Source: an optimization exercise on an open RTL-to-GDS flow (aim: small area, a short achievable clock period and few clock cycles per item). Production flows keep margins and buffers that such runs may drop. RTL that was checked went through simulation tests only; none was proved equivalent to the original.

== P ==
## mdct_resonator_bank
module mdct_resonator_bank #(
    parameter int DW   = 32,
    parameter int CW   = 16,
    parameter int FRAC = 14,
    parameter int NCH  = 4,
    parameter int SAT  = 1,
    parameter int LW   = 16,
    localparam int CHW = (NCH > 1) ? $clog2(NCH) : 1
) (
    input  logic              clk_in,
    input  logic              rst_sys,
    input  logic              start,
    input  logic              abort,
    input  logic [LW-1:0]     frame_len,
    input  logic [NCH*CW-1:0] coef,
    input  logic [DW-1:0]     init_s1,
    input  logic [DW-1:0]     init_s2,
    input  logic              s_valid,
    output logic              s_ready,
    input  logic [DW-1:0]     s_data,
    output logic              m_valid,
    input  logic              m_ready,
    output logic [DW-1:0]     m_data,
    output logic [CHW-1:0]    m_chan,
    output logic              m_last,
    output logic              busy,
    output logic              done
);
    localparam logic [2:0] S_IDLE  = 3'd0;
    localparam logic [2:0] S_P0F   = 3'd1;
  ...
Size in the first run: roughly 4,000 cells after synthesis, about 220 I/O pins, about 44,000 µm² of cells after synthesis.
==> module mdct_resonator_bank, before the edit <==
module mdct_resonator_bank #(
    parameter int DW   = 32,
    parameter int CW   = 16,
    parameter int FRAC = 14,
    parameter int NCH  = 4,
    parameter int SAT  = 1,
    parameter int LW   = 16,
    localparam int CHW = (NCH > 1) ? $clog2(NCH) : 1
) (
    input  logic              clk_in,
    input  logic              rst_sys,
    input  logic              start,
    input  logic              abort,
    input  logic [LW-1:0]     frame_len,
    input  logic [NCH*CW-1:0] coef,
    input  logic [DW-1:0]     init_s1,
    input  logic [DW-1:0]     init_s2,
    input  logic              s_valid,
    output logic              s_ready,
    input  logic [DW-1:0]     s_data,
    output logic              m_valid,
    input  logic              m_ready,
    output logic [DW-1:0]     m_data,
    output logic [CHW-1:0]    m_chan,
    output logic              m_last,
    output logic              busy,
    output logic              done
);
    localparam logic [2:0] S_IDLE  = 3'd0;
    localparam logic [2:0] S_P0F   = 3'd1;
    localparam logic [2:0] S_P0    = 3'd2;
    localparam logic [2:0] S_WAIT  = 3'd3;
    localparam logic [2:0] S_P1    = 3'd4;
    localparam logic [2:0] S_FLUSH = 3'd5;
    localparam logic [2:0] S_DRAIN = 3'd6;
    localparam logic [2:0] S_WAITF = 3'd7;
    logic [2:0]  state, state_nx;
    logic [15:0] cnt;
    logic        lastf;
    logic        zlen;
    logic [1:0]  rix, rix_nx;
    logic        take_s, take_m, lastf_nx;
    assign lastf_nx = take_s ? (cnt == 16'd1) : lastf;
    logic        st_idle, st_p0f, st_p0, st_wait, st_p1, st_flush, st_drain, st_waitf;
    assign st_idle  = (state == S_IDLE);
    assign st_p0f   = (state == S_P0F);
    assign st_p0    = (state == S_P0);
    assign st_wait  = (state == S_WAIT);
    assign st_p1    = (state == S_P1);
    assign st_flush = (state == S_FLUSH);
    assign st_drain = (state == S_DRAIN);
    assign st_waitf = (state == S_WAITF);
    assign take_s = s_ready & s_valid & ~abort;
    assign take_m = m_valid & m_ready & ~abort;
    logic        adv, ld_y, nxt_b, idle_q, flush_q, drain_q, xen, ld_r1, hold_r1;
    always_ff @(posedge clk_in or posedge rst_sys) begin
        if (rst_sys) begin
            adv     <= 1'b0;
            ld_y    <= 1'b0;
            nxt_b   <= 1'b0;
            idle_q  <= 1'b1;
            flush_q <= 1'b0;
            drain_q <= 1'b0;
            ld_r1   <= 1'b0;
            hold_r1 <= 1'b0;
        end else begin
            ld_r1   <= (state_nx == S_P0) || (state_nx == S_P1) || (state_nx == S_FLUSH);
            hold_r1 <= !((state_nx == S_P0) || (state_nx == S_P1) || (state_nx == S_FLUSH) || (state_nx == S_IDLE));
            adv     <= (state_nx == S_P0F) || (state_nx == S_P0) || (state_nx == S_P1) || (state_nx == S_FLUSH);
            ld_y    <= (state_nx == S_P0) || (state_nx == S_P1) || (state_nx == S_FLUSH);
            nxt_b   <= (state_nx == S_P0F) || (state_nx == S_P0);
            idle_q  <= (state_nx == S_IDLE);
            flush_q <= (state_nx == S_FLUSH);
            drain_q <= (state_nx == S_DRAIN);
        end
    end
    always_ff @(posedge clk_in)
        xen <= (state_nx == S_WAITF) || (state_nx == S_WAIT) || ((state_nx == S_P1) && !lastf_nx);
    logic signed [31:0] x_reg;
    always_ff @(posedge clk_in) begin
        if (xen)
            x_reg <= s_data;
    end
    logic [31:0] y0, y1, r1_0, r1_1, d1_0, d1_1;
    mrb_lane u_l0 (
        .clk(clk_in), .rst(rst_sys), .idle(idle_q), .adv(adv), .ld_y(ld_y), .ld_r1(ld_r1), .hold_r1(hold_r1), .nxt_b(nxt_b),
        .ca(coef[15:0]), .cb(coef[31:16]), .init_s1(init_s1), .init_s2(init_s2),
        .x(x_reg), .y(y0), .r1(r1_0), .d1(d1_0)
    );
    mrb_lane u_l1 (
        .clk(clk_in), .rst(rst_sys), .idle(idle_q), .adv(adv), .ld_y(ld_y), .ld_r1(ld_r1), .hold_r1(hold_r1), .nxt_b(nxt_b),
        .ca(coef[47:32]), .cb(coef[63:48]), .init_s1(init_s1), .init_s2(init_s2),
        .x(x_reg), .y(y1), .r1(r1_1), .d1(d1_1)
    );
    always_comb begin
        state_nx = state;
        rix_nx   = rix;
        case (state)
            S_IDLE:  if (start) state_nx = (frame_len == 16'd0) ? S_DRAIN : S_WAITF;
            S_WAITF: if (s_valid) state_nx = S_P0F;
            S_P0F,
            S_P0:    state_nx = S_P1;
            S_WAIT:  if (s_valid) state_nx = S_P0;
            S_P1:    state_nx = lastf ? S_FLUSH : (s_valid ? S_P0 : S_WAIT);
            S_FLUSH: state_nx = S_DRAIN;
            S_DRAIN: if (m_ready && rix == 2'd3) state_nx = S_IDLE;
            default: state_nx = S_IDLE;
        endcase
        if (st_idle || st_p1)
            rix_nx = 2'd0;
        else if (m_ready && (st_flush || st_drain))
            rix_nx = rix + 2'd1;
        if (abort)
            state_nx = S_IDLE;
    end
    always_ff @(posedge clk_in or posedge rst_sys) begin
        if (rst_sys) begin
            state   <= S_IDLE;
            s_ready <= 1'b0;
            m_valid <= 1'b0;
            busy    <= 1'b0;
            done    <= 1'b0;
        end else begin
            state   <= state_nx;
            s_ready <= (state_nx == S_WAITF) || (state_nx == S_WAIT) || ((state_nx == S_P1) && !lastf_nx);
            m_valid <= (state_nx == S_FLUSH) || (state_nx == S_DRAIN);
            busy    <= (state_nx != S_IDLE);
            done    <= st_drain && take_m && (rix == 2'd3);
        end
    end
    always_ff @(posedge clk_in) begin
        rix    <= rix_nx;
        m_chan <= rix_nx;
        m_last <= (rix_nx == 2'd3);
        lastf <= lastf_nx;
        if (idle_q) begin
            cnt  <= frame_len;
            zlen <= (frame_len == 16'd0);
        end else if (take_s) begin
            cnt  <= cnt - 16'd1;
        end
    end
    always_ff @(posedge clk_in) begin
        if (idle_q)
            m_data <= init_s1;
        else if (drain_q) begin
            case (rix_nx)
                2'd0:    m_data <= zlen ? r1_0 : d1_0;
                2'd1:    m_data <= r1_0;
                2'd2:    m_data <= zlen ? r1_1 : d1_1;
                default: m_data <= r1_1;
            endcase
        end else if (flush_q && !m_ready)
            m_data <= r1_0;
        else
            m_data <= y0;
    end
endmodule
export LEC_CHECK = 0
export CAP_MARGIN = 20
export CORE_MARGIN = 2
export CORE_UTILIZATION = 70
export CTS_BUF_LIST = sky130_fd_sc_hd__clkbuf_8 sky130_fd_sc_hd__clkbuf_16
export CTS_CLUSTER_DIAMETER = 80
export CTS_CLUSTER_SIZE = 20
export SLEW_MARGIN = 20
create_clock -name core_clock -period 13.0 [get_ports {clk_in}]
standard.sh (not shown) runs the stock make flow with config.mk's settings and CLKGATE_MAP_FILE= SYNTH_SCRIPT=/design/flow/synth_recipe.tcl, a recipe that flattens the netlist after the stock synthesis.
==> flow/flow/run.sh <==
#!/bin/bash
# Own layout flow: the standard flow (standard.sh) with two changes.
# 1. After the standard synthesis (unchanged), fapol.py removes the inverters
#    that adder extraction left between full-adder cells, by choosing which
#    full adders compute on complemented signals (a full adder is self-dual).
#    Registers and ports are untouched; the logic function is the same.
# 2. repair_timing is asked for a larger setup margin, so that the layout is
#    timed tighter than the 13 ns constraint demands, and the ports get plain
#    buffers. The SDC is not changed.
set -euo pipefail
source flow/params.sh
R=$PWD/orfs/results/sky130hd/mdct_resonator_bank/base
bash standard.sh synth > synth.log 2>&1
cp $R/1_2_yosys.v $R/1_2_yosys.std.v
python3 flow/fapol.py $R/1_2_yosys.std.v $R/1_2_yosys.fapol.v > fapol.log 2>&1
cp $R/1_2_yosys.fapol.v $R/1_2_yosys.v
rm -f $R/1_synth.odb $R/1_synth.sdc
bash standard.sh SETUP_SLACK_MARGIN=$MARGIN "BUFFER_PORTS_ARGS=-buffer_cell $PORTBUF" finish > standard.log 2>&1
Other scripts of this flow, unchanged in this note and not shown: flow/flow/fapol.py, flow/flow/params.sh
The final layout from P, which completed every stage, passed the timing, design-rule and antenna checks at the end of the flow.
Testbench counts of P, summed over its fixed seeds: cycles 9,680, samples 4,452.
Input-level comparison between Q and P:
diff --git a/flow/design.v b/flow/design.v
--- a/flow/design.v
+++ b/flow/design.v
@@ -141,19 +141,26 @@
         end
     end
-    always_ff @(posedge clk_in) begin
-        if (idle_q)
-            m_data <= init_s1;
-        else if (drain_q) begin
-            case (rix_nx)
-                2'd0:    m_data <= zlen ? r1_0 : d1_0;
-                2'd1:    m_data <= r1_0;
-                2'd2:    m_data <= zlen ? r1_1 : d1_1;
-                default: m_data <= r1_1;
-            endcase
-        end else if (flush_q && !m_ready)
-            m_data <= r1_0;
-        else
-            m_data <= y0;
+    logic [31:0] src0, src1, src2, src3, md_a, md_b, md_ao, md_bo;
+    assign src0 = zlen ? r1_0 : d1_0;
+    assign src1 = r1_0;
+    assign src2 = zlen ? r1_1 : d1_1;
+    assign src3 = r1_1;
+    always_comb begin
+        case (rix)
+            2'd0:    begin md_bo = src0; md_ao = src1; end
+            2'd1:    begin md_bo = src1; md_ao = src2; end
+            2'd2:    begin md_bo = src2; md_ao = src3; end
+            default: begin md_bo = src3; md_ao = src3; end
+        endcase
+        if (idle_q) begin
+            md_ao = init_s1;
+            md_bo = init_s1;
+        end else if (flush_q)
+            md_bo = r1_0;
     end
+    assign md_a = (idle_q | drain_q) ? md_ao : y0;
+    assign md_b = (idle_q | drain_q | flush_q) ? md_bo : y0;
+    always_ff @(posedge clk_in)
+        m_data <= m_ready ? md_a : md_b;
 endmodule
 module mrb_lane (
==> comparison <==
Vias: Q more than P
Looking at ratio of final minimum period to clock period, Q sits below P.
Combined area of the multi-input logic cells: Q > P
Taking P as the reference, in Q cell area now sits higher; worst hold slack now sits lower; number of buffers inserted during clock tree synthesis now sits higher.
Synthesized cell count went up by a little under 10% going from P to Q.
Across both runs, clock buffer count was higher for Q than for P.
When Q is measured against P, its synthesis-to-layout area growth turns out 0.64 points lower.
Final critical path time including I/O delays and setup: Q < P
Q reached the final stage; the timing, design-rule and antenna checks on its layout passed.
Only the layout flow was run in Q; the RTL was not checked for function there.

[static timing again, ports no longer ideal]
No port has a modelled driver above. Below, the same layouts with a new extraction and two added sets of constraints.
Step 1 assumes that a clkbuf_16 drives the clock port and a buf_2 every other input.
Step 2, shift: input delay + t, output delay - t, t = (earliest + latest rising clock arrival at the registers) / 2. This alone moves slack from input paths to output paths.
Three values: ideal, step 1, step 2; two values: the first two.
run	t, ns	setup WS [ns]	hold WS [ns]	worst setup path at the end	cell pins on the clock port's net
P	0.698	9.035 / 9.043 / 8.345	0.565 / 0.565 / 0.565	input to register	1
Q	0.658	9.204 / 9.172 / 8.687	0.515 / 0.515 / 0.515	input to register	1
After both steps setup and hold are still met in every run listed. For P, which loses most, drivers alone change the setup slack by +0.008 ns; drivers and shift together by -0.690 ns.
